What follows belongs to an exercise in optimizing a design on an open flow for small area, a short achievable clock period and few clock cycles per item; a production flow would make more cautious choices.
Function was not checked in any run shown here: the RTL went through the layout flow alone.

===== design.v =====
`default_nettype none
package admm_pkg;
    localparam int DATA_WIDTH = 16;               
    localparam int FRAC_BITS  = 8;
    localparam int VEC_LEN    = 8;
    localparam int IDX_WIDTH  = 3;
    typedef logic signed [DATA_WIDTH-1:0] fixed_t;
    typedef logic [IDX_WIDTH-1:0] idx_t;
    localparam fixed_t FIXED_MIN = {1'b1, {(DATA_WIDTH-1){1'b0}}};
    localparam fixed_t FIXED_MAX = {1'b0, {(DATA_WIDTH-1){1'b1}}};
    typedef struct packed {
        fixed_t ref_val;
        fixed_t lo;
        fixed_t hi;
    } elem_param_t;
    typedef struct packed {
        idx_t   idx;
        fixed_t ref_val;
        fixed_t lo;
        fixed_t hi;
        fixed_t z;                                
        fixed_t y;                                
    } elem_req_t;
    typedef struct packed {
        idx_t   idx;
        fixed_t z_new;
        fixed_t y_new;
        fixed_t pri_term;                         
        fixed_t dual_term;                        
    } elem_res_t;
    typedef enum logic [2:0] {
        IDLE,
        SWEEP,
        DRAIN,
        CHECK,
        DONE
    } solver_state_t;
endpackage
`default_nettype wire
`default_nettype none
package admm_bus_pkg;
    localparam int BUS_WIDTH  = 32;
    localparam int ADDR_WIDTH = 16;
    typedef enum logic [3:0] {
        CTRL  = 4'h0,
        REF   = 4'h1,
        LO    = 4'h2,
        HI    = 4'h3,
        Z_OUT = 4'h4,
        Y_OUT = 4'h5
    } region_t;
    localparam logic [11:0] OFS_START_STATUS = 12'h000;
    localparam logic [11:0] OFS_MAXITER      = 12'h004;     
    localparam logic [11:0] OFS_PRI          = 12'h008;
    localparam logic [11:0] OFS_DUAL         = 12'h00C;
    localparam logic [7:0]       DEF_MAX_ITER = 8'd100;
    localparam logic signed [15:0] DEF_TOL      = 16'sd2;      
    localparam logic signed [15:0] DEF_REF      = '0;
    localparam logic signed [15:0] DEF_LO       = 16'sh8000;
    localparam logic signed [15:0] DEF_HI       = 16'sh7fff;
    typedef struct packed {
        logic [7:0]       max_iter;
        logic signed [15:0] pri_tol;
        logic signed [15:0] dual_tol;
    } solver_cfg_t;
    typedef struct packed {
        logic             busy;
        logic             done;
        logic             converged;
        logic [7:0]       iter;
        logic signed [15:0] pri_res;                
        logic signed [15:0] dual_res;
    } solver_status_t;
endpackage
`default_nettype wire
`default_nettype none
module admm_lane_s1 (
    input  logic signed [15:0] ref_val,
    input  logic signed [15:0] z,
    input  logic signed [15:0] y,
    output logic signed [15:0] x,
    output logic signed [16:0] s
);
    logic signed [17:0] t, u;
    logic signed [16:0] s_hi, s_lo;
    logic               t_hi, t_lo;
    assign t    = 18'(ref_val) + 18'(z) - 18'(y);
    assign u    = 18'(ref_val) + 18'(z) + 18'(y);
    assign s_hi = 17'(y) + 17'sd16383;
    assign s_lo = 17'(y) - 17'sd16384;
    assign t_hi = !t[17] && (t[16] || t[15]);      
    assign t_lo =  t[17] && !(t[16] && t[15]);     
    always_comb begin
        if (t_hi) begin
            x = 16'sd16383;
            s = s_hi;
        end else if (t_lo) begin
            x = -16'sd16384;
            s = s_lo;
        end else begin
            x = t[16:1];
            s = u[17:1];
        end
    end
endmodule
module admm_lane_s2 (
    input  logic signed [16:0] s,
    input  logic signed [15:0] x,
    input  logic signed [15:0] z,
    input  logic signed [15:0] lo,
    input  logic signed [15:0] hi,
    output logic signed [15:0] z_new,
    output logic signed [15:0] y_new,
    output logic        [14:0] pri_m,
    output logic               pri_n,
    output logic        [14:0] dual_m,
    output logic               dual_n
);
    logic signed [15:0] w;
    logic               c_lo, c_hi;
    logic signed [17:0] dy, dp, dd;
    function automatic logic signed [15:0] sat18(input logic signed [17:0] v);
        if (v > 18'sd32767)
            sat18 = 16'sh7fff;
        else if (v < -18'sd32768)
            sat18 = 16'sh8000;
        else
            sat18 = v[15:0];
    endfunction
    function automatic logic [15:0] abs_term(input logic signed [17:0] d);
        logic [17:0] a;
        a = d[17] ? ~d : d;
        if (a >= 18'd32767)
            abs_term = {15'h7fff, 1'b0};
        else
            abs_term = {a[14:0], d[17]};
    endfunction
    assign w     = sat18(18'(s));
    assign c_lo  = (18'(s) < 18'(lo)) && (lo != 16'sh8000);
    assign c_hi  = (18'(s) > 18'(hi)) && (hi != 16'sh7fff);
    assign z_new = c_lo ? lo : (c_hi ? hi : w);
    assign dy = 18'(s) - 18'(z_new);
    assign dp = 18'(x) - 18'(z_new);
    assign dd = 18'(z_new) - 18'(z);
    assign y_new = sat18(dy);
    assign {pri_m, pri_n}   = abs_term(dp);
    assign {dual_m, dual_n} = abs_term(dd);
endmodule
`default_nettype wire
`timescale 1ns/100ps
`default_nettype none
module admm_solver (
    input  logic        clk,
    input  logic        rst,
    input  logic [31:0] writedata,
    input  logic        read,
    input  logic        write,
    input  logic [15:0] addr,
    input  logic        chipselect,
    output logic [31:0] readdata
);
    localparam int L  = 2;
    localparam int G  = 8 / L;
    localparam int GW = (G > 1) ? $clog2(G) : 1;
    localparam int LW = (L > 1) ? $clog2(L) : 1;
    logic signed [15:0] ref_mem [8];
    logic signed [15:0] lo_mem  [8];
    logic signed [15:0] hi_mem  [8];
    logic        [7:0]  max_iter;
    logic signed [15:0] pri_tol;
    logic signed [15:0] dual_tol;
    logic wr_en, rd_en;
    logic ctrl_off0, ctrl_off4, ctrl_off8, ctrl_offc;
    logic [3:0] region;
    assign wr_en     = chipselect && write;
    assign rd_en     = chipselect && read;
    assign region    = addr[15:12];
    assign ctrl_off0 = addr[11:0] == 12'h000;
    assign ctrl_off4 = addr[11:0] == 12'h004;
    assign ctrl_off8 = addr[11:0] == 12'h008;
    assign ctrl_offc = addr[11:0] == 12'h00c;
    always_ff @(posedge clk or posedge rst) begin
        if (rst) begin
            max_iter <= 8'd100;
            pri_tol  <= 16'sd2;
            dual_tol <= 16'sd2;
            for (int i = 0; i < 8; i++) begin
                ref_mem[i] <= 16'sd0;
                lo_mem[i]  <= 16'sh8000;
                hi_mem[i]  <= 16'sh7fff;
            end
        end else if (wr_en) begin
            if (region == 4'h0 && ctrl_off4) max_iter <= writedata[7:0];
            if (region == 4'h0 && ctrl_off8) pri_tol  <= writedata[15:0];
            if (region == 4'h0 && ctrl_offc) dual_tol <= writedata[15:0];
            for (int i = 0; i < 8; i++) begin
                if (addr[4:2] == 3'(i)) begin
                    if (region == 4'h1) ref_mem[i] <= writedata[15:0];
                    if (region == 4'h2) lo_mem[i]  <= writedata[15:0];
                    if (region == 4'h3) hi_mem[i]  <= writedata[15:0];
                end
            end
        end
    end
    logic          busy, done, converged, zvalid;
    logic [7:0]    iter;
    logic [GW-1:0] gs1;           
    logic          cyc1;          
    logic          sweep1;        
    logic          s3_valid;      
    logic          cap;           
    logic          ok_acc;
    logic          accept;
    logic          rot;
    logic          last_s3;       
    logic          first_s3;      
    logic          g_ok;
    logic          conv_now;
    logic          stop;
    logic [GW-1:0] cp;
    assign accept   = wr_en && region == 4'h0 && ctrl_off0 && writedata[0] && !busy;
    assign cp       = ~gs1;                       
    assign last_s3  = s3_valid && (cp == '0);
    assign first_s3 = s3_valid && (cp == GW'(1 % G));
    assign conv_now = ok_acc && g_ok;
    assign stop     = last_s3 && (conv_now || cap);
    assign rot      = busy && !stop;
    always_ff @(posedge clk or posedge rst) begin
        if (rst) begin
            busy      <= 1'b0;
            done      <= 1'b0;
            converged <= 1'b0;
            zvalid    <= 1'b0;
            iter      <= 8'd0;
            gs1       <= '0;
            cyc1      <= 1'b0;
            sweep1    <= 1'b0;
            s3_valid  <= 1'b0;
            cap       <= 1'b0;
            ok_acc    <= 1'b0;
        end else begin
            cap <= (iter + 8'd1) >= max_iter;
            if (accept) begin
                busy      <= 1'b1;
                done      <= 1'b0;
                converged <= 1'b0;
                zvalid    <= 1'b1;
                iter      <= 8'd0;
                gs1       <= gs1 - 1'b1;
                cyc1      <= 1'b1;
                sweep1    <= 1'b1;
                s3_valid  <= 1'b0;
            end else if (busy) begin
                cyc1     <= 1'b0;
                s3_valid <= 1'b1;
                if (cp == GW'(G - 1))
                    sweep1 <= 1'b0;
                if (first_s3)
                    ok_acc <= g_ok;
                else
                    ok_acc <= ok_acc && g_ok;
                if (last_s3)
                    iter <= iter + 8'd1;
                if (stop) begin
                    busy      <= 1'b0;
                    done      <= 1'b1;
                    converged <= conv_now;
                    gs1       <= '0;
                end else begin
                    gs1 <= gs1 - 1'b1;
                end
            end
        end
    end
    logic signed [15:0] rz [G][L];
    logic signed [15:0] ry [G][L];
    logic signed [15:0] p1_x  [L];
    logic signed [16:0] p1_s  [L];
    logic signed [15:0] p1_lo [L];
    logic signed [15:0] p1_hi [L];
    logic        [14:0] t_pm [L];
    logic               t_pn [L];
    logic        [14:0] t_dm [L];
    logic               t_dn [L];
    logic        [14:0] pri_acc, dual_acc;
    logic s1_zero;
    assign s1_zero = !busy || (sweep1 && cp != GW'(G - 1));
    logic [L-1:0] lane_ok;
    for (genvar l = 0; l < L; l++) begin : g_lane
        logic signed [15:0] s1_ref, s1_lo, s1_hi, s1_z, s1_y, s1_x;
        logic signed [16:0] s1_s;
        logic signed [15:0] s2_z, zn, yn;
        logic        [14:0] pm, dm;
        logic               pn, dn;
        assign s1_ref = ref_mem[gs1 * L + l];
        assign s1_lo  = lo_mem[gs1 * L + l];
        assign s1_hi  = hi_mem[gs1 * L + l];
        assign s1_z   = s1_zero ? 16'sd0 : rz[G-1][l];
        assign s1_y   = s1_zero ? 16'sd0 : ry[G-1][l];
        admm_lane_s1 u_s1 (.ref_val(s1_ref), .z(s1_z), .y(s1_y), .x(s1_x), .s(s1_s));
        assign s2_z = cyc1 ? 16'sd0 : rz[0][l];
        admm_lane_s2 u_s2 (
            .s(p1_s[l]), .x(p1_x[l]), .z(s2_z), .lo(p1_lo[l]), .hi(p1_hi[l]),
            .z_new(zn), .y_new(yn), .pri_m(pm), .pri_n(pn), .dual_m(dm), .dual_n(dn)
        );
        always_ff @(posedge clk) begin
            if (rot || !busy) begin
                p1_x[l]  <= s1_x;
                p1_s[l]  <= s1_s;
                p1_lo[l] <= s1_lo;
                p1_hi[l] <= s1_hi;
            end
            if (rot) begin
                rz[0][l] <= s1_z;
                ry[0][l] <= s1_y;
                rz[1 % G][l] <= zn;
                ry[1 % G][l] <= yn;
                for (int m = 2; m < G; m++) begin
                    rz[m][l] <= rz[m-1][l];
                    ry[m][l] <= ry[m-1][l];
                end
            end
            t_pm[l] <= pm;
            t_pn[l] <= pn;
            t_dm[l] <= dm;
            t_dn[l] <= dn;
        end
        logic signed [17:0] cp_p, cp_d;
        assign cp_p = $signed({3'b000, t_pm[l]}) + $signed({{2{~pri_tol[15]}}, ~pri_tol})
                      + $signed({17'd0, t_pn[l]});
        assign cp_d = $signed({3'b000, t_dm[l]}) + $signed({{2{~dual_tol[15]}}, ~dual_tol})
                      + $signed({17'd0, t_dn[l]});
        assign lane_ok[l] = cp_p[17] && cp_d[17];
    end
    assign g_ok = &lane_ok;
    logic [14:0] pv [L];
    logic [14:0] dv [L];
    logic [14:0] pmax_n, dmax_n;
    always_comb begin
        pmax_n = first_s3 ? 15'd0 : pri_acc;
        dmax_n = first_s3 ? 15'd0 : dual_acc;
        for (int l = 0; l < L; l++) begin
            pv[l] = t_pm[l] + 15'(t_pn[l]);
            dv[l] = t_dm[l] + 15'(t_dn[l]);
            if (pv[l] > pmax_n) pmax_n = pv[l];
            if (dv[l] > dmax_n) dmax_n = dv[l];
        end
    end
    always_ff @(posedge clk or posedge rst) begin
        if (rst) begin
            pri_acc  <= '0;
            dual_acc <= '0;
        end else if (busy && s3_valid) begin
            pri_acc  <= pmax_n;
            dual_acc <= dmax_n;
        end
    end
    logic [GW-1:0] rb_g;
    logic [LW-1:0] rb_l;
    logic signed [15:0] rb_z, rb_y;
    logic [31:0] rd_value;
    if (G > 1) begin : g_rbg
        assign rb_g = addr[4:2+LW];
    end else begin : g_rbg1
        assign rb_g = '0;
    end
    if (L > 1) begin : g_rbl
        assign rb_l = addr[1+LW:2];
    end else begin : g_rbl1
        assign rb_l = '0;
    end
    assign rb_z = rz[rb_g][rb_l];
    assign rb_y = ry[rb_g][rb_l];
    always_comb begin
        rd_value = '0;
        case (region)
            4'h0: begin
                if (ctrl_off0) rd_value[2:0] = {busy, converged, done};
                if (ctrl_off4) rd_value[7:0] = iter;
                if (ctrl_off8) rd_value[14:0] = pri_acc;
                if (ctrl_offc) rd_value[14:0] = dual_acc;
            end
            4'h4: if (zvalid) rd_value = {{16{rb_z[15]}}, rb_z};
            4'h5: if (zvalid) rd_value = {{16{rb_y[15]}}, rb_y};
            default: ;
        endcase
    end
    always_ff @(posedge clk or posedge rst) begin
        if (rst)
            readdata <= '0;
        else
            readdata <= rd_value;
    end
endmodule
`default_nettype wire

===== run.sh =====
#!/bin/bash
# synth_recipe.tcl (not shown) runs the flow's synth.tcl, then flattens the netlist and writes it again
# the make line also repeats each setting of config.mk as NAME=value (left out here)
make -C /OpenROAD-flow-scripts/flow DESIGN_CONFIG=/design/flow/config.mk WORK_HOME=/design/flow/orfs CLKGATE_MAP_FILE= SYNTH_SCRIPT=/design/flow/synth_recipe.tcl finish

===== config.mk =====
export PLATFORM = sky130hd
export DESIGN_NAME = admm_solver
export DESIGN_NICKNAME = admm_solver
export VERILOG_FILES = /design/flow/design.v
export SDC_FILE = /design/flow/constraint.sdc
export NUM_CORES = 4
export LEC_CHECK = 0
export ABC_CLOCK_PERIOD_IN_PS = 3000
export CAP_MARGIN = 20
export CORE_MARGIN = 2
export CORE_UTILIZATION = 40
export PLACE_DENSITY = 0.6
export SETUP_SLACK_MARGIN = 5
export SLEW_MARGIN = 20

===== constraint.sdc =====
create_clock -name core_clock -period 10.0 [get_ports {clk}]
set_input_delay 2.0000 -clock core_clock [delete_from_list [all_inputs] [get_ports {clk}]]
set_output_delay 2.0000 -clock core_clock [all_outputs]
set_load 0.01 [all_outputs]

==> impl_metrics.env, run 1 <==
export IMPL_status="timing/DRC/antenna clean"
export IMPL_area_growth_syn_to_layout_pct=28.46
export IMPL_cts_tree="done"
export IMPL_antenna_found_initial=11
export IMPL_fin_skew_ns=0.03524
export IMPL_timing_rr_end="p1_s[1][3]$_DFFE_PP_"
export IMPL_avgViaCountPerCell=5.902
export IMPL_avgSynthCellArea_um2=10.44
export IMPL_grt_pass1_vias=44400
export IMPL_most_common_layout_cells="427 x buf_4, 407 x mux2_2, 386 x edfxtp_1"
export IMPL_yosys_area_top_type_share_pct=20.41
export IMPL_period_share_pct=64.52
export IMPL_required_ns=10.49
export IMPL_ys_types=108
export IMPL_die_area_mm2=0.1450
export IMPL_finalCriticalPeriod_ns=6.452
export IMPL_reg2reg_from="gs1[1]$_DFFE_PP0P_"
export IMPL_ys_ff_latch=939
export IMPL_core_area_mm2=0.1412
export IMPL_clock_root_buffer="clkbuf_16"
export IMPL_dpl_hpwl_um=136800
export IMPL_placedCellCount=7181
export IMPL_gp_congestion=0.9705
export IMPL_hold_ws_ns=0.4434
export IMPL_synth_fp_nets=5898
export IMPL_drt_iter0_drc=5176
export IMPL_syn_cell_area_mm2=0.05678
export IMPL_drive_gt1_share_pct=34.13
export IMPL_ys_warn_count=33
export IMPL_async_flop_share_pct=52.08
export IMPL_die_w_um=380.8
export IMPL_portBuffers=67
export IMPL_grt_max_degree=179
export IMPL_min_path_cells=0
export IMPL_utilization_pct=51.64
export IMPL_clock_latency_ns=0.75
export IMPL_synthTopCellsByArea="edfxtp_1 20%, dfrtp_1 16%, ha_1 8.7%, mux2_2 8.2%, dfstp_2 6.2%"
export IMPL_initial_utilization_pct=40.20
export IMPL_reg2reg_setup_slack_ns=3.55
export IMPL_io_pins=85
export IMPL_crit_top_cell="a21oi_2"
export IMPL_cts_htree_levels=3
export IMPL_final_cells=7927
export IMPL_relSlewSlack_pct=18.40
export IMPL_worst_pin_slew_ns=1.219
export IMPL_dr_total_vias=46780
export IMPL_cp_slowest_cell="or4_4"
export IMPL_yosysSeqAreaShare_pct=44.52
export IMPL_grt_setup_unrepaired="true"
export IMPL_cp_end_kind="flip-flop"
export IMPL_cts_sinks=939
export IMPL_ant_nets=0
export IMPL_drc=0
export IMPL_drt_first_pass_iters=8
export IMPL_arrival_ns=6.94
export IMPL_routed_wl_um=205400
export IMPL_setup_violations_final=0
export IMPL_r2r_cells=33
export IMPL_ys_flop_type="edfxtp_1"
export IMPL_max_cap_viol_count=0
export IMPL_row_count=138
export IMPL_worstSetupStartpoint="gs1[1]$_DFFE_PP0P_"
export IMPL_fin_nets=6403
export IMPL_grt_pass1_wl_um=292000
export IMPL_max_freq_mhz=155.0
export IMPL_clock_path_buffers=3
export IMPL_final_common_cell="buf_4"
export IMPL_critPathMaxFanout=8
export IMPL_grt_usage_pct=26.89
export IMPL_post_drt_wl_per_cell_um=25.91
export IMPL_hold_viol=0
export IMPL_path_clk_slew_ns=0.07
export IMPL_hold_path_end="ry[6][11]$_DFFE_PP_"
export IMPL_die_h_um=380.8
export IMPL_drv_slew=0
export IMPL_numCtsBuffers=103
export IMPL_min_from="ry[4][11]$_DFFE_PP_"
export IMPL_synthCells=5440
export IMPL_synth_edf_count=386
export IMPL_start_kind="flip-flop"
export IMPL_tns_ns=0
export IMPL_slowest_delay_ns=0.51
export IMPL_critPathKind="flip-flop to flip-flop"
export IMPL_yosysTopAreaCell="edfxtp_1"
export IMPL_n_fill_cell=12350
export IMPL_hold_class="flip-flop to flip-flop"
export IMPL_grt_ovfl_total=0
[flip-flops by register name (all words and copies together), names as in the netlist, 8 cells and up]
signal,cells
p1_lo,32
max_iter,8
iter,8
ref_mem,128
pri_acc,15
rz,128
p1_s,34
dual_acc,15
pri_tol,16
readdata,16
hi_mem,128
ry,128
p1_hi,32
lo_mem,128
t_pm,30
dual_tol,16
t_dm,30
p1_x,32
[worst max-delay path by stage]
stage / endpoint / slack (ns) / cells after the start
2_1_floorplan: busy$_DFF_PP0_ / 1.48 / 1
3_3_place_gp: p1_s[1][8]$_DFFE_PP_ / 1.53 / 32
3_5_place_dp: p1_s[1][8]$_DFFE_PP_ / 1.37 / 32
4_1_cts: p1_s[1][0]$_DFFE_PP_ / 3.77 / 32
5_1_grt: p1_s[1][10]$_DFFE_PP_ / 3.35 / 33
6_report: p1_s[1][3]$_DFFE_PP_ / 3.55 / 33
[routing by layer]
layer  global-route usage [%]  routed length (um)
met1                    35.76               83760
met2                    42.03               93400
met3                    4.884               16580
met4                    13.47               11570
met5                        0                  38
[through the flow]
stage                     worst slack [ns]  area (um^2)
after detailed placement             1.371        59390
after global placement               1.531        59360
final                                3.548        72940
after floorplan                      1.478        56800
after CTS                            3.770        69920
after global routing                 3.354        72930
[cell usage after synthesis, types with 23 or more instances]
| cell type | number |
|---|---|
| nand4_1 | 49 |
| dfxtp_1 | 64 |
| or2_2 | 24 |
| a22oi_1 | 131 |
| mux2_2 | 415 |
| nor4_1 | 23 |
| nor3_1 | 59 |
| o21ai_0 | 291 |
| and3_1 | 74 |
| buf_1 | 31 |
| a221oi_1 | 26 |
| nand2_1 | 402 |
| a31oi_1 | 71 |
| o21a_1 | 59 |
| ha_1 | 393 |
| clkbuf_1 | 234 |
| nor2b_1 | 67 |
| xor2_1 | 81 |
| nor2_1 | 274 |
| and2_1 | 41 |
| dfstp_2 | 133 |
| xnor2_1 | 197 |
| a222oi_1 | 49 |
| inv_1 | 364 |
| o211ai_1 | 31 |
| nand2b_1 | 80 |
| a21o_1 | 75 |
| dfrtp_1 | 356 |
| edfxtp_1 | 386 |
| o31ai_1 | 30 |
| nand3_1 | 103 |
| mux2i_1 | 115 |
| a21oi_1 | 288 |
| o21ai_1 | 28 |
[kinds of logic (layout without fill, tap and decap cells)]
| logic type | Yosys count | in the layout | synth area share, % |
|---|---|---|---|
| AOI/OAI and AO/OA | 1320 | 1326 | 15.58 |
| xor gates and xnor gates | 278 | 278 | 4.288 |
| DFF | 939 | 939 | 44.52 |
| muxes | 542 | 542 | 10.73 |
| and+or+nand+nor | 1266 | 1271 | 10.80 |
| buffers and inverters | 666 | 1248 | 4.575 |
| adders and majority gates | 429 | 429 | 9.511 |
| other | 0 | 4 | 0 |
[critical path, delay by kind of cell (launching register included)]
kind	cells	cell delay (ns)
AND/OR/NAND/NOR	7	1.37
flip-flops	1	0.46
adder cells (fa/ha/maj)	3	0.66
buffers and inverters	5	0.71
AO/OA/AOI/OAI	18	2.99
[cell type report]
| class | instances | area [um^2] | share of cell area, % |
|---|---|---|---|
| antenna | 4 | 10.01 | 0.01372 |
| sequential | 939 | 25280 | 34.66 |
| clock buffer | 151 | 3097 | 4.246 |
| timing repair buffer | 689 | 6765 | 9.275 |
| multi-input combinational | 3846 | 33570 | 46.02 |
| tap | 1890 | 2365 | 3.242 |
| inverter | 366 | 1443 | 1.978 |
| clock inverter | 42 | 411.6 | 0.5644 |
[repair_timing]
action / 4_1_cts / 5_1_grt
buffers inserted: 407 / 111
gates cloned: 27 / 4
hold endpoints to repair: 0 / 0
gates resized for setup: 771 / 423
endpoints found under the setup margin: 340 / 199
hold buffers: 0 / 0
pin swaps: 280 / 242
==> inputs of run 2 (changes only) <==
--- a/config.mk
+++ b/config.mk
@@ -7,3 +7,2 @@
 export LEC_CHECK = 0
-export ABC_CLOCK_PERIOD_IN_PS = 3000
 export CAP_MARGIN = 20
@@ -12,3 +11,2 @@
 export PLACE_DENSITY = 0.6
-export SETUP_SLACK_MARGIN = 5
 export SLEW_MARGIN = 20
==> impl_metrics.env, run 2 <==
export IMPL_die_h_um=380.8
export IMPL_worst_path_buf_inv=3
export IMPL_drive_gt1_share_pct=16.35
export IMPL_finalCriticalPeriod_ns=8.597
export IMPL_cts_sinks=939
export IMPL_gp_congestion=0.9680
export IMPL_ant_nets=0
export IMPL_async_flop_share_pct=52.08
export IMPL_drv_slew=0
export IMPL_cp_slowest_cell="and4_1"
export IMPL_portBuffers=67
export IMPL_die_w_um=380.8
export IMPL_dr_total_vias=43130
export IMPL_ys_types=108
export IMPL_arrival_ns=9.05
export IMPL_path_clk_slew_ns=0.07
export IMPL_clock_root_buffer="clkbuf_16"
export IMPL_drt_first_pass_iters=8
export IMPL_clock_path_buffers=3
export IMPL_synthTopCellsByArea="edfxtp_1 20%, dfrtp_1 16%, ha_1 8.7%, mux2_2 8.2%, dfstp_2 6.2%"
export IMPL_core_area_mm2=0.1412
export IMPL_critPathKind="flip-flop to flip-flop"
export IMPL_yosys_area_top_type_share_pct=20.41
export IMPL_cts_htree_levels=3
export IMPL_status="timing/DRC/antenna clean"
export IMPL_worst_pin_slew_ns=1.262
export IMPL_required_ns=10.45
export IMPL_slowest_delay_ns=0.89
export IMPL_hold_buffers=0
export IMPL_final_common_cell="mux2_2"
export IMPL_fin_nets=5851
export IMPL_post_drt_wl_per_cell_um=25.46
export IMPL_io_pins=85
export IMPL_die_area_mm2=0.1450
export IMPL_avgViaCountPerCell=5.848
export IMPL_antenna_found_initial=16
export IMPL_cp_top_family="compound AO/OA/AOI/OAI gates"
export IMPL_cts_resized=0
export IMPL_grt_pass1_vias=41300
export IMPL_yosysSeqAreaShare_pct=44.52
export IMPL_grt_usage_pct=25.24
export IMPL_yosysTopAreaCell="edfxtp_1"
export IMPL_tns_ns=0
export IMPL_synthCells=5440
export IMPL_critPathMaxFanout=44
export IMPL_synth_edf_count=386
export IMPL_row_count=138
export IMPL_post_cts_repair_setup_buffers=0
export IMPL_cp_end_kind="flip-flop"
export IMPL_final_cells=7375
export IMPL_clock_latency_ns=0.73
export IMPL_crit_top_cell="o21ai_0"
export IMPL_most_common_layout_cells="415 x mux2_2, 402 x nand2_1, 389 x ha_1"
export IMPL_dpl_hpwl_um=137500
export IMPL_start_kind="flip-flop"
export IMPL_grt_max_degree=173
export IMPL_max_cap_viol_count=0
export IMPL_hold_class="flip-flop to flip-flop"
export IMPL_synth_fp_nets=5898
export IMPL_place_area_mm2=0.05934
export IMPL_avgSynthCellArea_um2=10.44
export IMPL_max_freq_mhz=116.3
export IMPL_setup_violations_final=0
export IMPL_syn_cell_area_mm2=0.05678
export IMPL_initial_utilization_pct=40.20
export IMPL_drt_iter0_drc=4596
export IMPL_numCtsBuffers=102
export IMPL_ys_warn_count=33
export IMPL_relSlewSlack_pct=15.14
export IMPL_grt_setup_unrepaired="false"
export IMPL_placedCellCount=7177
export IMPL_drc=0
export IMPL_ys_ff_latch=939
export IMPL_fin_skew_ns=0.03629
export IMPL_ys_flop_type="edfxtp_1"
export IMPL_hold_viol=0
export IMPL_grt_pass1_wl_um=274000
export IMPL_finish_instance_area_mm2=0.06284
export IMPL_grt_ovfl_total=0
export IMPL_yosys_top_cells_count="415 x mux2_2, 402 x nand2_1, 393 x ha_1"
export IMPL_period_share_pct=85.97
export IMPL_routed_wl_um=187800
export IMPL_post_synth_top_count_cell="mux2_2"
export IMPL_cts_tree="done"
export IMPL_area_growth_syn_to_layout_pct=10.68
==> run 2: routing by layer <==
| layer | part of all wire [%] | global-route usage (%) | wire [um] | vias up |
|---|---|---|---|---|
| met5 | 0.033 | 0 | 62 | - |
| met4 | 4.7 | 10.61 | 8882 | 10 |
| met3 | 7.2 | 3.855 | 13550 | 307 |
| met1 | 42 | 34.22 | 79630 | 21490 |
| li1 | - | - | - | 19750 |
| met2 | 46 | 40.16 | 85670 | 1570 |
==> run 2: metrics by stage <==
| step | util, % | setup slack (ns) | hold WS (ns) |
|---|---|---|---|
| 6_report | 44.49 | 1.403 | 0.4456 |
| 2_1_floorplan | - | 0.7550 | 0.4176 |
| 4_1_cts | 44.45 | 1.539 | 0.4449 |
| 5_1_grt | 44.49 | 0.7435 | 0.4568 |
| 3_5_place_dp | 42.01 | 1.589 | 0.4308 |
| 3_3_place_gp | 42.01 | 1.606 | 0.4261 |
==> run 2: logic make-up (layout without fill, tap and decap cells) <==
| group | count (synthesis) | in the layout | share of synthesized area (%) |
|---|---|---|---|
| simple gates | 1266 | 1266 | 10.80 |
| xor+xnor | 278 | 278 | 4.288 |
| compound gates | 1320 | 1320 | 15.58 |
| buf+inv | 666 | 707 | 4.575 |
| mux | 542 | 542 | 10.73 |
| flops | 939 | 939 | 44.52 |
| other cells | 0 | 4 | 0 |
| fa+ha+maj | 429 | 429 | 9.511 |
==> run 2: area by class of cell <==
| type | instances | area, um^2 |
|---|---|---|
| sequential | 939 | 25280 |
| clock inverter | 44 | 508.0 |
| clock buffer | 148 | 2940 |
| inverter | 366 | 1378 |
| fill | 13360 | 78400 |
| tap | 1890 | 2365 |
| antenna | 4 | 10.01 |
| multi-input combinational | 3835 | 29040 |
| timing repair buffer | 149 | 1329 |
==> run 2: worst paths after layout <==
| path | startpoint | endpoint | slack [ns] | cells past startpoint |
|---|---|---|---|---|
| setup / recovery | gs1[0]$_DFFE_PP0P_ | p1_s[0][7]$_DFFE_PP_ | 1.40 | 26 |
| hold / removal | ry[4][4]$_DFFE_PP_ | ry[6][4]$_DFFE_PP_ | 0.45 | 0 |
| setup reg to reg | gs1[0]$_DFFE_PP0P_ | p1_s[0][7]$_DFFE_PP_ | 1.40 | 26 |
| hold reg to reg | ry[4][4]$_DFFE_PP_ | ry[6][4]$_DFFE_PP_ | 0.45 | 0 |
| max in group asynchronous | rst | dual_tol[2]$_DFFE_PP0P_ | 6.76 | 4 |
| min in group asynchronous | rst | lo_mem[2][14]$_DFFE_PP0P_ | 1.88 | 3 |

-- port drivers added, routing unchanged --
The results above use ideal ports. As a check the final layouts listed here were re-extracted and re-timed, cells and wires unchanged. Step 1: set_driving_cell puts a clkbuf_16 on clk and a buf_2 on each other input, an assumption about the parent block. Step 2 moves the port delays by t, midway between the first and last clock arrival at a register: inputs arrive t later, outputs are due t later. That takes back most of the time a late clock gives input paths. Three values: no drivers, after step 1, after step 2; two values: the first two.
run	shift t [ns]	setup slack, ns	slew at the worst register clock pin (ns)
run 1	0.806	3.548 / 3.548 / 3.548	0.07 / 0.07
run 2	0.788	1.403 / 1.403 / 1.403	0.08 / 0.08
After both steps every run listed still meets setup and hold.
